Background: an optimization exercise with open tools, aiming at small area, a short achievable clock period and few clock cycles per item. Do not read the settings as production practice.

==> flow/design.v (excerpt) <==
module signed_integer_to_radix_digits_core (
  input  wire logic        clk,
  input  wire logic        rst_n,
  input  wire logic        in_tvalid,
  output logic             in_tready,
  input  wire logic [31:0] in_tdata,      
  output logic             out_tvalid,
  input  wire logic        out_tready,
  output logic [7:0]       out_tdata,     
  output logic             out_tlast,
  input  wire logic        cfg_psel,
  input  wire logic        cfg_penable,
  input  wire logic        cfg_pwrite,
  input  wire logic [4:0]  cfg_paddr,
  input  wire logic [63:0] cfg_pwdata,
  output logic [63:0]      cfg_prdata,
  output logic             cfg_pready
);
Size: roughly 3800 cells after synthesis, about 390 flip-flops, roughly 28000 um^2 of cells after synthesis.
==> module sird_back, before the edit <==
module sird_back (
  input  wire logic                 clk,
  input  wire logic                 flush,
  input  wire logic                 rst_n,
  input  wire logic                 cf_m2,
  input  wire logic                 cf_m3,
  input  wire logic                 cf_m4,
  input  wire logic [2:0]           cf_off,
  input  wire logic [127:0]         symbols,
  input  wire logic                 res_v,
  input  wire logic                 res_neg,
  input  wire logic [NCELL*4-1:0]   cells,
  input  wire logic                 chk_done,
  input  wire logic                 table_ok,
  input  wire logic                 chk_busy,
  input  wire logic [3:0]           chk_idx,
  output logic                      copy,
  output logic [SYM_W-1:0]          sym_val,
  output logic                      out_tvalid,
  input  wire logic                 out_tready,
  output logic [SYM_W-1:0]          out_tdata,
  output logic                      out_tlast
);
  localparam int CW = NCELL * 4;
  logic          e_v, e_sign;
  logic [CW-1:0] e_cells;
  logic [3:0]    e_i;
  logic [1:0]    e_j;
  logic [3:0]    e_digit;
  logic          e_lastpos, e_fin;
  logic [1:0]    jmax;
  logic [3:0]    i0, topv;
  logic [1:0]    j0;
  logic [1:0]    q_cnt;          
  logic [5:0]    q0, q1;         
  logic [5:0]    q_new;
  logic          f_adv, push, pop, out_load;
  logic          out_v, out_l;
  logic [7:0]    out_d;
  logic [3:0]    sym_sel;
  assign out_load  = !out_v || out_tready;
  assign f_adv     = (q_cnt != 2'd2);
  assign push      = e_v && f_adv;
  assign pop       = out_load && (q_cnt != 2'd0);
  assign e_lastpos = (e_i == 4'd0) && (e_j == 2'd0);
  assign e_fin     = e_v && f_adv && !e_sign && e_lastpos;
  assign copy      = res_v && chk_done && (!e_v || e_fin);
  assign jmax      = cf_m2 ? 2'd3 : ((cf_m3 || cf_m4) ? 2'd1 : 2'd0);
  always_comb begin
    i0   = '0;
    topv = cells[3:0];
    for (int i = 1; i < NCELL; i++) begin
      if (cells[4*i +: 4] != {1'b0, cf_off}) begin
        i0   = 4'(i);
        topv = cells[4*i +: 4];
      end
    end
    if (cf_m2)      j0 = topv[3] ? 2'd3 : topv[2] ? 2'd2 : topv[1] ? 2'd1 : 2'd0;
    else if (cf_m4) j0 = (topv[3:2] != 2'd0) ? 2'd1 : 2'd0;
    else if (cf_m3) j0 = (topv >= 4'd6) ? 2'd1 : 2'd0;
    else            j0 = 2'd0;
  end
  always_comb begin
    logic [3:0] u;
    logic [1:0] hi3, lo3;
    u = e_cells[{e_i, 2'b00} +: 4];
    case (u)
      4'd3:    begin hi3 = 2'd0; lo3 = 2'd0; end
      4'd4:    begin hi3 = 2'd0; lo3 = 2'd1; end
      4'd5:    begin hi3 = 2'd0; lo3 = 2'd2; end
      4'd6:    begin hi3 = 2'd1; lo3 = 2'd0; end
      4'd7:    begin hi3 = 2'd1; lo3 = 2'd1; end
      4'd8:    begin hi3 = 2'd1; lo3 = 2'd2; end
      4'd9:    begin hi3 = 2'd2; lo3 = 2'd0; end
      4'd10:   begin hi3 = 2'd2; lo3 = 2'd1; end
      default: begin hi3 = 2'd2; lo3 = 2'd2; end
    endcase
    if (cf_m2)      e_digit = {3'd0, u[e_j]};
    else if (cf_m4) e_digit = e_j[0] ? {2'd0, u[3:2]} : {2'd0, u[1:0]};
    else if (cf_m3) e_digit = {2'd0, e_j[0] ? hi3 : lo3};
    else            e_digit = u - {1'b0, cf_off};
  end
  assign q_new = {e_sign, !e_sign && e_lastpos, e_digit};
  always_ff @(posedge clk) begin
    if (flush) begin
      e_v   <= 1'b0;
      q_cnt <= 2'd0;
    end else begin
      if (copy && table_ok) e_v <= 1'b1;
      else if (e_fin)       e_v <= 1'b0;
      if (push && !pop)      q_cnt <= q_cnt + 2'd1;
      else if (pop && !push) q_cnt <= q_cnt - 2'd1;
    end
  end
  always_ff @(posedge clk) begin
    if (pop) begin
      q0 <= (push && q_cnt == 2'd1) ? q_new : q1;
    end else if (push && q_cnt == 2'd0) begin
      q0 <= q_new;
    end
    if (push && (q_cnt == 2'd1) && !pop) q1 <= q_new;
  end
  always_ff @(posedge clk) begin
    if (copy) begin
      e_cells <= cells;
      e_i     <= i0;
      e_j     <= j0;
      e_sign  <= res_neg;
    end else if (push) begin
      if (e_sign) begin
        e_sign <= 1'b0;
      end else if (e_j == 2'd0) begin
        e_i <= e_i - 4'd1;
        e_j <= jmax;
      end else begin
        e_j <= e_j - 2'd1;
      end
    end
  end
  assign sym_sel = chk_busy ? chk_idx : q0[3:0];
  assign sym_val = symbols[{sym_sel, 3'b000} +: 8];
  always_ff @(posedge clk) begin
    if (!rst_n) begin
      out_v <= 1'b0;
    end else if (out_load) begin
      out_v <= (q_cnt != 2'd0);
    end
  end
  always_ff @(posedge clk) begin
    if (pop) begin
      out_d <= q0[5] ? CHAR_MINUS : sym_val;
      out_l <= q0[4];
    end
  end
  assign out_tvalid = out_v;
  assign out_tdata  = out_d;
  assign out_tlast  = out_l;
endmodule
export LEC_CHECK = 0
export ABC_AREA = 1
export CAP_MARGIN = 20
export CORE_MARGIN = 2
export CORE_UTILIZATION = 40
export SLEW_MARGIN = 20
create_clock -name core_clock -period 12.0 [get_ports {clk}]
standard.sh (not shown) runs the stock make flow with config.mk's settings and CLKGATE_MAP_FILE= SYNTH_SCRIPT=/design/flow/synth_recipe.tcl, a recipe that flattens the netlist after the stock synthesis.
==> flow/flow/run.sh <==
#!/bin/bash
set -euo pipefail
bash standard.sh SETUP_SLACK_MARGIN=7 finish > standard_flow.log 2>&1
Change:
--- a/flow/design.v
+++ b/flow/design.v
@@ -199,12 +199,14 @@
   output logic                      out_tvalid,
   input  wire logic                 out_tready,
   output logic [SYM_W-1:0]          out_tdata,
   output logic                      out_tlast
 );
   localparam int CW = NCELL * 4;
+  logic          st_v, st_neg, st_move;
+  logic [CW-1:0] st_cells;
   logic          e_v, e_sign;
   logic [CW-1:0] e_cells;
   logic [3:0]    e_i;
   logic [1:0]    e_j;
   logic [3:0]    e_digit;
   logic          e_lastpos, e_fin;
@@ -221,21 +223,22 @@
   assign out_load  = !out_v || out_tready;
   assign f_adv     = (q_cnt != 2'd2);
   assign push      = e_v && f_adv;
   assign pop       = out_load && (q_cnt != 2'd0);
   assign e_lastpos = (e_i == 4'd0) && (e_j == 2'd0);
   assign e_fin     = e_v && f_adv && !e_sign && e_lastpos;
-  assign copy      = res_v && chk_done && (!e_v || e_fin);
+  assign st_move   = st_v && chk_done && (!e_v || e_fin);
+  assign copy      = res_v && (!st_v || st_move);
   assign jmax      = cf_m2 ? 2'd3 : ((cf_m3 || cf_m4) ? 2'd1 : 2'd0);
   always_comb begin
     i0   = '0;
-    topv = cells[3:0];
+    topv = st_cells[3:0];
     for (int i = 1; i < NCELL; i++) begin
-      if (cells[4*i +: 4] != {1'b0, cf_off}) begin
+      if (st_cells[4*i +: 4] != {1'b0, cf_off}) begin
         i0   = 4'(i);
-        topv = cells[4*i +: 4];
+        topv = st_cells[4*i +: 4];
       end
     end
     if (cf_m2)      j0 = topv[3] ? 2'd3 : topv[2] ? 2'd2 : topv[1] ? 2'd1 : 2'd0;
     else if (cf_m4) j0 = (topv[3:2] != 2'd0) ? 2'd1 : 2'd0;
     else if (cf_m3) j0 = (topv >= 4'd6) ? 2'd1 : 2'd0;
     else            j0 = 2'd0;
@@ -260,17 +263,20 @@
     else if (cf_m3) e_digit = {2'd0, e_j[0] ? hi3 : lo3};
     else            e_digit = u - {1'b0, cf_off};
   end
   assign q_new = {e_sign, !e_sign && e_lastpos, e_digit};
   always_ff @(posedge clk) begin
     if (flush) begin
+      st_v  <= 1'b0;
       e_v   <= 1'b0;
       q_cnt <= 2'd0;
     end else begin
-      if (copy && table_ok) e_v <= 1'b1;
-      else if (e_fin)       e_v <= 1'b0;
+      if (st_move && table_ok) e_v <= 1'b1;
+      else if (e_fin)          e_v <= 1'b0;
+      if (copy)                st_v <= 1'b1;
+      else if (st_move)        st_v <= 1'b0;
       if (push && !pop)      q_cnt <= q_cnt + 2'd1;
       else if (pop && !push) q_cnt <= q_cnt - 2'd1;
     end
   end
   always_ff @(posedge clk) begin
     if (pop) begin
@@ -279,16 +285,20 @@
       q0 <= q_new;
     end
     if (push && (q_cnt == 2'd1) && !pop) q1 <= q_new;
   end
   always_ff @(posedge clk) begin
     if (copy) begin
-      e_cells <= cells;
+      st_cells <= cells;
+      st_neg   <= res_neg;
+    end
+    if (st_move) begin
+      e_cells <= st_cells;
       e_i     <= i0;
       e_j     <= j0;
-      e_sign  <= res_neg;
+      e_sign  <= st_neg;
     end else if (push) begin
       if (e_sign) begin
         e_sign <= 1'b0;
       end else if (e_j == 2'd0) begin
         e_i <= e_i - 4'd1;
         e_j <= jmax;
After rerunning:
- The new run ran to the end with no violations
- routed wire length climbs by 5.8%
- core utilization drops by 0.48 points
- via count is higher by 3.5%
- sequential cell count is higher by 58
- sequential share of layout area climbs by 2.8 points
- non-clock buffer count decreases by 8
- count of clock-buffer cells in the layout goes up by 7
No run of this note included a check of the RTL's function; only the layout flow was run.

-- afterwards: timing with drivers on the ports --
How much do the figures lean on ideal ports? The routed layouts below were timed once more, with nothing changed but the port constraints. Step 1, drivers: a clkbuf_16 drives clk and a buf_2 each remaining input, both assumed. Step 2 adds t to the input delays and takes it off the output delays; t is the mean of the earliest and latest rising clock arrival at the registers after step 1. Input paths then give back, and output paths get back, about the clock's delay inside the block. Slacks: ideal / step 1 / step 2; pairs: ideal / step 1.
| run | shift t [ns] | setup slack, ns | hold WS [ns] |
|---|---|---|---|
| the first run | 0.675 | 6.786 / 6.786 / 6.786 | 0.421 / 0.421 / 0.421 |
| the second run | 0.682 | 6.832 / 6.832 / 6.832 | 0.424 / 0.424 / 0.424 |
After both steps setup and hold are still met in every run listed.
